What follows belongs to an exercise in optimizing a design on an open flow for small area, a short achievable clock period and few clock cycles; a production flow would make more cautious choices. At most, simulation tests tie the RTL to the original design; equivalence was not proved. Power is estimated from default activity; no workload was simulated.

==> run a: inputs <==
==> flow/design.v <==
package score_pkg;
    localparam int score_width   = 16;
    localparam int num_digits    = 5;
    localparam int glyph_rows    = 10;
    localparam int glyph_width   = 28;
    localparam int digit_pitch   = 36;
    localparam int left_margin   = 12;   
    localparam int frame_width   = 192;
    localparam int words_per_row = 6;
    localparam int frame_base    = 16;   
    typedef logic [glyph_width-1:0] glyph_row_t;
    typedef logic [frame_width-1:0] frame_row_t;
    function automatic glyph_row_t digit_font(input logic [3:0] digit, input logic [3:0] row);
        case ({digit, row})
            8'h01: digit_font = 28'h01ffe00;
            8'h02: digit_font = 28'h0e001c0;
            8'h03: digit_font = 28'h7e001f8;
            8'h04: digit_font = 28'h7e001f8;
            8'h05: digit_font = 28'h7e001f8;
            8'h06: digit_font = 28'h7e001f8;
            8'h07: digit_font = 28'h0e001c0;
            8'h08: digit_font = 28'h01ffe00;
            8'h11: digit_font = 28'h00ff000;
            8'h12: digit_font = 28'h07ff000;
            8'h13: digit_font = 28'h3e3f000;
            8'h14: digit_font = 28'h003f000;
            8'h15: digit_font = 28'h003f000;
            8'h16: digit_font = 28'h003f000;
            8'h17: digit_font = 28'h003f000;
            8'h18: digit_font = 28'h7fffff8;
            8'h21: digit_font = 28'h01ffe00;
            8'h22: digit_font = 28'h0fc0fc0;
            8'h23: digit_font = 28'h0e00fc0;
            8'h24: digit_font = 28'h0007e00;
            8'h25: digit_font = 28'h003f000;
            8'h26: digit_font = 28'h01f8000;
            8'h27: digit_font = 28'h0fc01c0;
            8'h28: digit_font = 28'h0ffffc0;
            8'h31: digit_font = 28'h07fff80;
            8'h32: digit_font = 28'h0e00fc0;
            8'h33: digit_font = 28'h0000fc0;
            8'h34: digit_font = 28'h0000e00;
            8'h35: digit_font = 28'h01fffc0;
            8'h36: digit_font = 28'h0000fc0;
            8'h37: digit_font = 28'h0e00fc0;
            8'h38: digit_font = 28'h01ffe00;
            8'h41: digit_font = 28'h0000e00;
            8'h42: digit_font = 28'h0007e00;
            8'h43: digit_font = 28'h0038e00;
            8'h44: digit_font = 28'h01c0e00;
            8'h45: digit_font = 28'h0e00e00;
            8'h46: digit_font = 28'h0fffff8;
            8'h47: digit_font = 28'h0000e00;
            8'h48: digit_font = 28'h0000e00;
            8'h51: digit_font = 28'h0ffffc0;
            8'h52: digit_font = 28'h0e000c0;
            8'h53: digit_font = 28'h0e00000;
            8'h54: digit_font = 28'h0ffffc0;
            8'h55: digit_font = 28'h0ffffc0;
            8'h56: digit_font = 28'h00001c0;
            8'h57: digit_font = 28'h0e001c0;
            8'h58: digit_font = 28'h0ffffc0;
            8'h61: digit_font = 28'h0ffff80;
            8'h62: digit_font = 28'h0e00180;
            8'h63: digit_font = 28'h0e00000;
            8'h64: digit_font = 28'h0e00000;
            8'h65: digit_font = 28'h0ffffc0;
            8'h66: digit_font = 28'h0e001c0;
            8'h67: digit_font = 28'h0e001c0;
            8'h68: digit_font = 28'h0ffffc0;
            8'h71: digit_font = 28'h0ffffc0;
            8'h72: digit_font = 28'h0e001c0;
            8'h73: digit_font = 28'h0e001c0;
            8'h74: digit_font = 28'h00001c0;
            8'h75: digit_font = 28'h00001c0;
            8'h76: digit_font = 28'h00001c0;
            8'h77: digit_font = 28'h00001c0;
            8'h78: digit_font = 28'h00001c0;
            8'h81: digit_font = 28'h01ffe00;
            8'h82: digit_font = 28'h0e001c0;
            8'h83: digit_font = 28'h0e001c0;
            8'h84: digit_font = 28'h01ffe00;
            8'h85: digit_font = 28'h0e001c0;
            8'h86: digit_font = 28'h0e001c0;
            8'h87: digit_font = 28'h0e001c0;
            8'h88: digit_font = 28'h01ffe00;
            8'h91: digit_font = 28'h0ffffc0;
            8'h92: digit_font = 28'h0e001c0;
            8'h93: digit_font = 28'h0e001c0;
            8'h94: digit_font = 28'h0ffffc0;
            8'h95: digit_font = 28'h00001c0;
            8'h96: digit_font = 28'h00001c0;
            8'h97: digit_font = 28'h0e001c0;
            8'h98: digit_font = 28'h0ffffc0;
            default: digit_font = '0;
        endcase
    endfunction
endpackage
`timescale 1ns/1ps
module bin_to_bcd (
    input  logic        clk,
    input  logic        rst,
    input  logic        start,      
    input  logic [15:0] bin_in,     
    input  logic [15:0] bin,        
    output logic        busy,
    output logic [18:0] digits      
);
    logic [2:0]  step_q;
    logic [2:0]  bits;
    logic [18:0] next;
    always_comb begin
        case (step_q)
            3'd0:    bits = bin[14:12];
            3'd1:    bits = bin[11:9];
            3'd2:    bits = bin[8:6];
            3'd3:    bits = bin[5:3];
            default: bits = bin[2:0];
        endcase
    end
    function automatic logic [3:0] add3(input logic [3:0] v);
        add3[3] = v[3] | (v[2] & (v[1] | v[0]));
        add3[2] = (v[2] & ~v[1] & ~v[0]) | (v[3] & v[0]);
        add3[1] = (~v[2] & v[1]) | (v[1] & v[0]) | (v[3] & ~v[0]);
        add3[0] = (~v[3] & ~v[2] & v[0]) | (v[2] & v[1] & ~v[0]) | (v[3] & ~v[0]);
    endfunction
    always_comb begin
        logic [3:0] d [4];
        logic [2:0] t;
        d[0] = digits[3:0];
        d[1] = digits[7:4];
        d[2] = digits[11:8];
        d[3] = digits[15:12];
        t    = digits[18:16];
        for (int k = 2; k >= 0; k--) begin
            for (int i = 0; i < 4; i++) d[i] = add3(d[i]);
            t    = {t[1:0], d[3][3]};
            d[3] = {d[3][2:0], d[2][3]};
            d[2] = {d[2][2:0], d[1][3]};
            d[1] = {d[1][2:0], d[0][3]};
            d[0] = {d[0][2:0], bits[k]};
        end
        next = {t, d[3], d[2], d[1], d[0]};
    end
    always_ff @(posedge clk) begin
        if (rst) begin
            busy   <= 1'b0;
            digits <= {3'h7, 16'hffff};
        end else if (start) begin
            busy   <= 1'b1;
            step_q <= 3'd0;
            digits <= {18'd0, bin_in[15]};
        end else if (busy) begin
            if (step_q != 3'd5) digits <= next;
            step_q <= step_q + 3'd1;
            if (step_q == 3'd5) busy <= 1'b0;   
        end
    end
endmodule
`timescale 1ns/1ps
module score_ctrl (
    input  logic        clk,
    input  logic        rst,
    input  logic        cyc,
    input  logic        stb,
    input  logic        we,
    input  logic [7:0]  adr,
    input  logic [31:0] dat,
    output logic        ack,
    output logic [31:0] rdat,
    output logic        start,      
    output logic [15:0] score,
    input  logic        busy,       
    output logic [7:0]  nxt_adr,    
    output logic [2:0]  rd_word,
    input  logic [31:0] rd_data     
);
    logic        req;
    logic        match;
    logic        ok;
    logic        hit;
    logic        miss;
    logic [15:0] score_q;
    logic [7:0]  pa_q;
    logic        is0_q;
    logic [7:0]  pa_next;
    assign req   = cyc && stb;
    assign match = (adr == pa_q);
    assign ok    = !busy || !((pa_q >= 8'd24) && (pa_q < 8'd88));
    assign hit   = req && !we && match && ok;
    assign miss  = req && !we && !match;
    assign start = req && we && (adr == 8'd0);
    assign ack   = req && (we || (match && ok));
    assign rdat  = rd_data | {16'd0, score_q & {16{is0_q}}};
    assign score = score_q;
    assign rd_word = pa_q[2:0];
    always_comb begin
        if (pa_q == 8'd0)            pa_next = 8'd16;
        else if (pa_q[2:0] == 3'd5)  pa_next = {pa_q[7:3] + 5'd1, 3'd0};
        else                         pa_next = pa_q + 8'd1;
    end
    always_comb begin
        if (rst || start) nxt_adr = 8'd0;
        else if (miss)    nxt_adr = adr;
        else if (hit)     nxt_adr = pa_next;
        else              nxt_adr = pa_q;
    end
    always_ff @(posedge clk) begin
        if (rst) begin
            score_q <= '0;
        end else if (start) begin
            score_q <= dat[15:0];
        end
    end
    always_ff @(posedge clk) begin
        pa_q  <= nxt_adr;
        is0_q <= (nxt_adr == 8'd0);
    end
endmodule
`timescale 1ns/1ps
module glyph_renderer (
    input  logic [3:0]              digit,
    input  logic [3:0]              row,
    output score_pkg::glyph_row_t   glyph
);
    always_comb begin
        glyph = score_pkg::digit_font(digit, row);
    end
endmodule
`timescale 1ns/1ps
module frame_buffer (
    input  logic        clk,
    input  logic [18:0] digits,    
    input  logic [7:0]  nxt_adr,   
    input  logic [2:0]  rd_word,   
    output logic [31:0] rd_data    
);
    logic [3:0]                        dig [5];
    logic [3:0]                        dh;     
    logic [3:0]                        dl;     
    logic [3:0]                        dh_q;
    logic [3:0]                        dl_q;
    logic [3:0]                        row_q;
    logic [score_pkg::glyph_width-1:0] gh;
    logic [score_pkg::glyph_width-1:0] gl;
    assign dig[0] = digits[3:0];
    assign dig[1] = digits[7:4];
    assign dig[2] = digits[11:8];
    assign dig[3] = digits[15:12];
    assign dig[4] = (digits[18:16] == 3'h7) ? 4'hf : {1'b0, digits[18:16]};
    always_comb begin
        dh = 4'hf;
        dl = 4'hf;
        if (!nxt_adr[7]) begin
            case (nxt_adr[2:0])
                3'd0: begin dh = dig[0];                 end
                3'd1: begin dh = dig[1]; dl = dig[0];    end
                3'd2: begin dh = dig[2]; dl = dig[1];    end
                3'd3: begin dh = dig[3]; dl = dig[2];    end
                3'd4: begin dh = dig[4]; dl = dig[3];    end
                3'd5: begin              dl = dig[4];    end
                default: ;
            endcase
        end
    end
    always_ff @(posedge clk) begin
        dh_q  <= dh;
        dl_q  <= dl;
        row_q <= nxt_adr[6:3] - 4'd2;
    end
    glyph_renderer u_gh (.digit(dh_q), .row(row_q), .glyph(gh));
    glyph_renderer u_gl (.digit(dl_q), .row(row_q), .glyph(gl));
    always_comb begin
        rd_data = '0;
        for (int j = 0; j < 32; j++) begin
            for (int w = 0; w < 6; w++) begin
                if (rd_word == 3'(w)) begin
                    if (w <= 4 && j >= 12 + 4 * w) rd_data[j] = gh[j - 12 - 4 * w];
                    if (w >= 1 && j < 4 + 4 * w)   rd_data[j] = gl[j + 24 - 4 * w];
                end
            end
        end
    end
endmodule
`timescale 1ns/1ps
module score_render_top (
    input  logic        clk,
    input  logic        rst,
    input  logic        wb_cyc_i,
    input  logic        wb_stb_i,
    input  logic        wb_we_i,
    input  logic [7:0]  wb_adr_i,
    input  logic [31:0] wb_dat_i,
    output logic        wb_ack_o,
    output logic [31:0] wb_dat_o
);
    logic        start;
    logic [15:0] score;
    logic        busy;
    logic [18:0] digits;
    logic [7:0]  nxt_adr;
    logic [2:0]  rd_word;
    logic [31:0] rd_data;
    score_ctrl u_score_ctrl (
        .clk      (clk),
        .rst      (rst),
        .cyc      (wb_cyc_i),
        .stb      (wb_stb_i),
        .we       (wb_we_i),
        .adr      (wb_adr_i),
        .dat      (wb_dat_i),
        .ack      (wb_ack_o),
        .rdat     (wb_dat_o),
        .start    (start),
        .score    (score),
        .busy     (busy),
        .nxt_adr  (nxt_adr),
        .rd_word  (rd_word),
        .rd_data  (rd_data)
    );
    bin_to_bcd u_bin_to_bcd (
        .clk    (clk),
        .rst    (rst),
        .start  (start),
        .bin_in (wb_dat_i[15:0]),
        .bin    (score),
        .busy   (busy),
        .digits (digits)
    );
    frame_buffer u_frame_buffer (
        .clk      (clk),
        .digits   (digits),
        .nxt_adr  (nxt_adr),
        .rd_word  (rd_word),
        .rd_data  (rd_data)
    );
endmodule
==> flow/run.sh <==
#!/bin/bash
# synth_recipe.tcl (not shown) runs the flow's synth.tcl, then flattens the netlist and writes it again
# the make line also repeats each setting of config.mk as NAME=value (left out here)
make -C /OpenROAD-flow-scripts/flow DESIGN_CONFIG=/design/flow/config.mk WORK_HOME=/design/flow/orfs CLKGATE_MAP_FILE= SYNTH_SCRIPT=/design/flow/synth_recipe.tcl finish
==> flow/config.mk <==
export PLATFORM = sky130hd
export DESIGN_NAME = score_render_top
export DESIGN_NICKNAME = score_render_top
export VERILOG_FILES = /design/flow/design.v
export SDC_FILE = /design/flow/constraint.sdc
export NUM_CORES = 4
export LEC_CHECK = 0
export ABC_AREA = 1
export CAP_MARGIN = 20
export CORE_MARGIN = 2
export CORE_UTILIZATION = 40
export SETUP_SLACK_MARGIN = 2.3
export SLEW_MARGIN = 20
export SYNTH_MEMORY_MAX_BITS = 8192
==> flow/constraint.sdc <==
create_clock -name core_clock -period 5.5 [get_ports {clk}]
set_input_delay 1.1000 -clock core_clock [delete_from_list [all_inputs] [get_ports {clk}]]
set_output_delay 1.1000 -clock core_clock [all_outputs]
set_load 0.01 [all_outputs]
==> run b (differences from run a) <==
==> flow/design.v, changed modules only <==
module bin_to_bcd (
    input  logic        clk,
    input  logic        rst,
    input  logic        start,      
    input  logic [15:0] bin_in,     
    input  logic [15:0] bin,        
    output logic        busy,
    output logic        written,    
    output logic [18:0] digits      
);
    logic [2:0]  step_q;
    logic [1:0]  bits;
    logic [18:0] next;
    logic [3:0]  top;
    logic [7:0]  top_bcd;
    always_comb begin
        case (step_q)
            3'd0:    bits = bin[11:10];
            3'd1:    bits = bin[9:8];
            3'd2:    bits = bin[7:6];
            3'd3:    bits = bin[5:4];
            3'd4:    bits = bin[3:2];
            default: bits = bin[1:0];
        endcase
    end
    assign top     = bin_in[15:12];
    assign top_bcd = (top > 4'd9) ? {4'd1, top - 4'd10} : {4'd0, top};
    function automatic logic [3:0] add3(input logic [3:0] v);
        add3[3] = v[3] | (v[2] & (v[1] | v[0]));
        add3[2] = (v[2] & ~v[1] & ~v[0]) | (v[3] & v[0]);
        add3[1] = (~v[2] & v[1]) | (v[1] & v[0]) | (v[3] & ~v[0]);
        add3[0] = (~v[3] & ~v[2] & v[0]) | (v[2] & v[1] & ~v[0]) | (v[3] & ~v[0]);
    endfunction
    always_comb begin
        logic [3:0] d [4];
        logic [2:0] t;
        d[0] = digits[3:0];
        d[1] = digits[7:4];
        d[2] = digits[11:8];
        d[3] = digits[15:12];
        t    = digits[18:16];
        for (int k = 1; k >= 0; k--) begin
            for (int i = 0; i < 4; i++) d[i] = add3(d[i]);
            t    = {t[1:0], d[3][3]};
            d[3] = {d[3][2:0], d[2][3]};
            d[2] = {d[2][2:0], d[1][3]};
            d[1] = {d[1][2:0], d[0][3]};
            d[0] = {d[0][2:0], bits[k]};
        end
        next = {t, d[3], d[2], d[1], d[0]};
    end
    always_ff @(posedge clk) begin
        if (rst) begin
            busy    <= 1'b0;
            written <= 1'b0;
        end else if (start) begin
            busy    <= 1'b1;
            written <= 1'b1;
        end else if (busy && step_q == 3'd5) begin
            busy    <= 1'b0;   
        end
    end
    always_ff @(posedge clk) begin
        if (start) begin
            step_q <= 3'd0;
            digits <= {11'd0, top_bcd};
        end else if (busy) begin
            digits <= next;
            step_q <= step_q + 3'd1;
        end
    end
endmodule
module score_ctrl (
    input  logic        clk,
    input  logic        rst,
    input  logic        cyc,
    input  logic        stb,
    input  logic        we,
    input  logic [7:0]  adr,
    input  logic [31:0] dat,
    output logic        ack,
    output logic [31:0] rdat,
    output logic        start,      
    output logic [15:0] score,
    input  logic        busy,       
    output logic [7:0]  fa,         
    output logic        load,       
    output logic [2:0]  rd_word,
    output logic        rd_frame,
    input  logic [31:0] rd_data     
);
    logic        req;
    logic        match;
    logic        hit;
    logic        miss;
    logic        fa_ok;
    logic [15:0] score_q;
    logic [7:0]  pa_q;
    logic        v_q;
    logic        is0_q;
    logic [7:0]  pa_next;
    logic [7:0]  pa_d;
    assign req   = cyc && stb;
    assign match = (adr == pa_q);
    assign hit   = req && !we && match && v_q;
    assign miss  = req && !we && !match;
    assign start = req && we && (adr == 8'd0);
    assign ack   = req && (we || (match && v_q));
    assign rdat  = rd_data | {16'd0, score_q & {16{is0_q}}};
    assign score = score_q;
    assign rd_word  = pa_q[2:0];
    assign rd_frame = !is0_q;
    always_comb begin
        if (pa_q == 8'd0)            pa_next = 8'd16;
        else if (pa_q[2:0] == 3'd5)  pa_next = {pa_q[7:3] + 5'd1, 3'd0};
        else                         pa_next = pa_q + 8'd1;
    end
    assign fa    = v_q ? pa_next : pa_q;
    assign fa_ok = !busy || !((fa >= 8'd24) && (fa < 8'd88));
    assign load  = v_q ? hit : !miss;
    always_comb begin
        if (rst || start) pa_d = 8'd0;
        else if (miss)    pa_d = adr;
        else if (hit)     pa_d = pa_next;
        else              pa_d = pa_q;
    end
    always_ff @(posedge clk) begin
        if (rst) begin
            score_q <= '0;
        end else if (start) begin
            score_q <= dat[15:0];
        end
    end
    always_ff @(posedge clk) begin
        pa_q  <= pa_d;
        is0_q <= (pa_d == 8'd0);
    end
    always_ff @(posedge clk) begin
        if (rst || start) begin
            v_q <= 1'b1;   
        end else if (miss) begin
            v_q <= 1'b0;
        end else if (load) begin
            v_q <= fa_ok;
        end
    end
endmodule
module frame_buffer (
    input  logic        clk,
    input  logic        written,   
    input  logic [18:0] digits,    
    input  logic [7:0]  fa,        
    input  logic        load,      
    input  logic [2:0]  rd_word,   
    input  logic        rd_frame,  
    output logic [31:0] rd_data    
);
    logic [3:0]                        dig [5];
    logic [3:0]                        dh;     
    logic [3:0]                        dl;     
    logic [3:0]                        row;
    logic [score_pkg::glyph_width-1:0] gh;
    logic [score_pkg::glyph_width-1:0] gl;
    logic [score_pkg::glyph_width-1:0] gh_q;
    logic [score_pkg::glyph_width-1:0] gl_q;
    assign dig[0] = digits[3:0];
    assign dig[1] = digits[7:4];
    assign dig[2] = digits[11:8];
    assign dig[3] = digits[15:12];
    assign dig[4] = {1'b0, digits[18:16]};
    always_comb begin
        case (fa[2:0])
            3'd0:    begin dh = dig[0]; dl = dig[4]; end
            3'd1:    begin dh = dig[1]; dl = dig[0]; end
            3'd2:    begin dh = dig[2]; dl = dig[1]; end
            3'd3:    begin dh = dig[3]; dl = dig[2]; end
            3'd4:    begin dh = dig[4]; dl = dig[3]; end
            default: begin dh = dig[0]; dl = dig[4]; end
        endcase
    end
    assign row = (written && !fa[7]) ? fa[6:3] - 4'd2 : 4'd0;
    glyph_renderer u_gh (.digit(dh), .row(row), .glyph(gh));
    glyph_renderer u_gl (.digit(dl), .row(row), .glyph(gl));
    always_ff @(posedge clk) begin
        if (load) begin
            gh_q <= gh;
            gl_q <= gl;
        end
    end
    function automatic int rep(input int i);
        case (i)
            4, 5:     rep = 3;
            10, 11:   rep = 9;
            13, 14:   rep = 12;
            16, 17:   rep = 15;
            19:       rep = 18;
            22:       rep = 21;
            25:       rep = 24;
            default:  rep = i;
        endcase
    endfunction
    always_comb begin
        rd_data = '0;
        for (int j = 0; j < 32; j++) begin
            for (int w = 0; w < 6; w++) begin
                if (rd_word == 3'(w) && rd_frame) begin
                    if (w <= 4 && j >= 12 + 4 * w) rd_data[j] = gh_q[rep(j - 12 - 4 * w)];
                    if (w >= 1 && j < 4 + 4 * w)   rd_data[j] = gl_q[rep(j + 24 - 4 * w)];
                end
            end
        end
    end
endmodule
module score_render_top (
    input  logic        clk,
    input  logic        rst,
    input  logic        wb_cyc_i,
    input  logic        wb_stb_i,
    input  logic        wb_we_i,
    input  logic [7:0]  wb_adr_i,
    input  logic [31:0] wb_dat_i,
    output logic        wb_ack_o,
    output logic [31:0] wb_dat_o
);
    logic        start;
    logic [15:0] score;
    logic        busy;
    logic        written;
    logic [18:0] digits;
    logic [7:0]  fa;
    logic        load;
    logic        rd_frame;
    logic [2:0]  rd_word;
    logic [31:0] rd_data;
    score_ctrl u_score_ctrl (
        .clk      (clk),
        .rst      (rst),
        .cyc      (wb_cyc_i),
        .stb      (wb_stb_i),
        .we       (wb_we_i),
        .adr      (wb_adr_i),
        .dat      (wb_dat_i),
        .ack      (wb_ack_o),
        .rdat     (wb_dat_o),
        .start    (start),
        .score    (score),
        .busy     (busy),
        .fa       (fa),
        .load     (load),
        .rd_word  (rd_word),
        .rd_frame (rd_frame),
        .rd_data  (rd_data)
    );
    bin_to_bcd u_bin_to_bcd (
        .clk    (clk),
        .rst    (rst),
        .start  (start),
        .bin_in (wb_dat_i[15:0]),
        .bin    (score),
        .busy    (busy),
        .written (written),
        .digits  (digits)
    );
    frame_buffer u_frame_buffer (
        .clk      (clk),
        .written  (written),
        .digits   (digits),
        .fa       (fa),
        .load     (load),
        .rd_word  (rd_word),
        .rd_frame (rd_frame),
        .rd_data  (rd_data)
    );
endmodule
- SETUP_SLACK_MARGIN: 2.3 -> 2.6
==> run c (differences from run a) <==
==> flow/design.v, changed modules only <==
module bin_to_bcd (
    input  logic        clk,
    input  logic        rst,
    input  logic        start,      
    input  logic [15:0] bin_in,     
    input  logic [15:0] bin,        
    output logic        busy,
    output logic        written,    
    output logic [18:0] digits      
);
    logic [2:0]  step_q;
    logic [1:0]  bits;
    logic [18:0] next;
    logic [3:0]  top;
    logic [7:0]  top_bcd;
    always_comb begin
        case (step_q)
            3'd0:    bits = bin[11:10];
            3'd1:    bits = bin[9:8];
            3'd2:    bits = bin[7:6];
            3'd3:    bits = bin[5:4];
            3'd4:    bits = bin[3:2];
            default: bits = bin[1:0];
        endcase
    end
    assign top     = bin_in[15:12];
    assign top_bcd = (top > 4'd9) ? {4'd1, top - 4'd10} : {4'd0, top};
    function automatic logic [3:0] add3(input logic [3:0] v);
        add3[3] = v[3] | (v[2] & (v[1] | v[0]));
        add3[2] = (v[2] & ~v[1] & ~v[0]) | (v[3] & v[0]);
        add3[1] = (~v[2] & v[1]) | (v[1] & v[0]) | (v[3] & ~v[0]);
        add3[0] = (~v[3] & ~v[2] & v[0]) | (v[2] & v[1] & ~v[0]) | (v[3] & ~v[0]);
    endfunction
    always_comb begin
        logic [3:0] d [4];
        logic [2:0] t;
        d[0] = digits[3:0];
        d[1] = digits[7:4];
        d[2] = digits[11:8];
        d[3] = digits[15:12];
        t    = digits[18:16];
        for (int k = 1; k >= 0; k--) begin
            for (int i = 0; i < 4; i++) d[i] = add3(d[i]);
            t    = {t[1:0], d[3][3]};
            d[3] = {d[3][2:0], d[2][3]};
            d[2] = {d[2][2:0], d[1][3]};
            d[1] = {d[1][2:0], d[0][3]};
            d[0] = {d[0][2:0], bits[k]};
        end
        next = {t, d[3], d[2], d[1], d[0]};
    end
    always_ff @(posedge clk) begin
        if (rst) begin
            busy    <= 1'b0;
            written <= 1'b0;
        end else if (start) begin
            busy    <= 1'b1;
            written <= 1'b1;
        end else if (busy && step_q == 3'd6) begin
            busy    <= 1'b0;   
        end
    end
    always_ff @(posedge clk) begin
        if (start) begin
            step_q <= 3'd0;
            digits <= {11'd0, top_bcd};
        end else if (busy) begin
            if (step_q != 3'd6) digits <= next;
            step_q <= step_q + 3'd1;
        end
    end
endmodule
module glyph_renderer (
    input  logic [3:0]              digit,
    input  logic [3:0]              row,
    output score_pkg::glyph_row_t   glyph
);
    always_comb begin
        glyph = score_pkg::digit_font(digit[3] ? {3'b100, digit[0]} : digit, row);
    end
endmodule
module frame_buffer (
    input  logic        clk,
    input  logic        written,   
    input  logic [18:0] digits,    
    input  logic [7:0]  nxt_adr,   
    input  logic [2:0]  rd_word,   
    output logic [31:0] rd_data    
);
    logic [3:0]                        dig [5];
    logic [3:0]                        dh;     
    logic [3:0]                        dl;     
    logic [3:0]                        dh_q;
    logic [3:0]                        dl_q;
    logic [3:0]                        row_q;
    logic [score_pkg::glyph_width-1:0] gh;
    logic [score_pkg::glyph_width-1:0] gl;
    assign dig[0] = digits[3:0];
    assign dig[1] = digits[7:4];
    assign dig[2] = digits[11:8];
    assign dig[3] = digits[15:12];
    assign dig[4] = {1'b0, digits[18:16]};
    always_comb begin
        case (nxt_adr[2:0])
            3'd0:    begin dh = dig[0]; dl = dig[4]; end
            3'd1:    begin dh = dig[1]; dl = dig[0]; end
            3'd2:    begin dh = dig[2]; dl = dig[1]; end
            3'd3:    begin dh = dig[3]; dl = dig[2]; end
            3'd4:    begin dh = dig[4]; dl = dig[3]; end
            default: begin dh = dig[0]; dl = dig[4]; end
        endcase
    end
    always_ff @(posedge clk) begin
        dh_q  <= dh;
        dl_q  <= dl;
        row_q <= (written && !nxt_adr[7]) ? nxt_adr[6:3] - 4'd2 : 4'd0;
    end
    glyph_renderer u_gh (.digit(dh_q), .row(row_q), .glyph(gh));
    glyph_renderer u_gl (.digit(dl_q), .row(row_q), .glyph(gl));
    always_comb begin
        rd_data = '0;
        for (int j = 0; j < 32; j++) begin
            for (int w = 0; w < 6; w++) begin
                if (rd_word == 3'(w)) begin
                    if (w <= 4 && j >= 12 + 4 * w) rd_data[j] = gh[j - 12 - 4 * w];
                    if (w >= 1 && j < 4 + 4 * w)   rd_data[j] = gl[j + 24 - 4 * w];
                end
            end
        end
    end
endmodule
module score_render_top (
    input  logic        clk,
    input  logic        rst,
    input  logic        wb_cyc_i,
    input  logic        wb_stb_i,
    input  logic        wb_we_i,
    input  logic [7:0]  wb_adr_i,
    input  logic [31:0] wb_dat_i,
    output logic        wb_ack_o,
    output logic [31:0] wb_dat_o
);
    logic        start;
    logic [15:0] score;
    logic        busy;
    logic        written;
    logic [18:0] digits;
    logic [7:0]  nxt_adr;
    logic [2:0]  rd_word;
    logic [31:0] rd_data;
    score_ctrl u_score_ctrl (
        .clk      (clk),
        .rst      (rst),
        .cyc      (wb_cyc_i),
        .stb      (wb_stb_i),
        .we       (wb_we_i),
        .adr      (wb_adr_i),
        .dat      (wb_dat_i),
        .ack      (wb_ack_o),
        .rdat     (wb_dat_o),
        .start    (start),
        .score    (score),
        .busy     (busy),
        .nxt_adr  (nxt_adr),
        .rd_word  (rd_word),
        .rd_data  (rd_data)
    );
    bin_to_bcd u_bin_to_bcd (
        .clk    (clk),
        .rst    (rst),
        .start  (start),
        .bin_in (wb_dat_i[15:0]),
        .bin    (score),
        .busy    (busy),
        .written (written),
        .digits  (digits)
    );
    frame_buffer u_frame_buffer (
        .clk      (clk),
        .written  (written),
        .digits   (digits),
        .nxt_adr  (nxt_adr),
        .rd_word  (rd_word),
        .rd_data  (rd_data)
    );
endmodule
- SETUP_SLACK_MARGIN: 2.3 -> 2.0
==> comparison table <==
|  | run c | run b | run a |
|---|---|---|---|
| Die X | 128 um | 134 um | 128 um |
| Post-route fraction of the period consumed by the critical path | 0.655 | 0.592 | 0.663 |
| Number of enable-type register cells in the synthesized netlist | 8 | 29 | 3 |
| Post-synth top area share | 0.198 | 0.214 | 0.203 |
| Placed Instance Area | 6860 um2 | 7490 um2 | 6840 um2 |
| WP depth | 16 | 11 | 21 |
| Setup bufs post-CTS | 46 | 90 | 53 |
| Avg Vias per Cell | 5.46 | 5.51 | 5.40 |
| Minimum clock period | 3.60 ns | 3.26 ns | 3.65 ns |
| Synthesized-area fraction occupied by ao, oa, aoi and oai cells | 0.180 | 0.170 | 0.198 |
| GRT Util Overall | 0.256 | 0.268 | 0.261 |
| Critical path buffers and inverters | 3 | 5 | 6 |
| Met1 capacity usage during global routing | 0.336 | 0.357 | 0.356 |
| Number of antenna violations at the first check in global routing | 0 | 0 | 1 |
| Taps Inserted | 188 | 220 | 188 |
| R2R cell count | 13 | 24 | 20 |
| Final core area utilization | 0.553 | 0.630 | 0.556 |
| Outcome | timing/DRC/antenna clean | timing/DRC/antenna clean | timing/DRC/antenna clean |
| Met3 wirelength from detailed routing | 1350 um | 1890 um | 1150 um |
| Net switching fraction of the power | 0.346 | 0.400 | 0.347 |
Testbench counts of run b, summed over its fixed seeds: cycles 3,968.
Only the layout flow was run in run a and run c; the RTL was not checked for function there.

-- port drivers added, routing unchanged --
Ports are ideal in the flow. The routed layouts listed here were re-timed in OpenROAD.
Step 1 assumes that a clkbuf_16 drives the clock port and a buf_2 every other input.
Step 2, shift: input delay + t, output delay - t, t = (earliest + latest rising clock arrival at the registers) / 2. This alone moves slack from input paths to output paths.
Three values: no drivers, after step 1, after step 2; two values: the first two.
run | shift t [ns] | slack for setup (ns) | worst setup path after step 2 | worst data-port slew with drivers (ns)
run a | 0.359 | 1.852 / 1.812 / 2.084 | input to register | 0.05
run b | 0.387 | 2.243 / 2.199 / 2.327 | input to register | 0.05
run c | 0.362 | 1.898 / 1.859 / 1.779 | input to register | 0.04
After both steps setup and hold are still met in every run listed. For run c, which loses most, drivers alone change the setup slack by -0.039 ns; drivers and shift together by -0.119 ns.
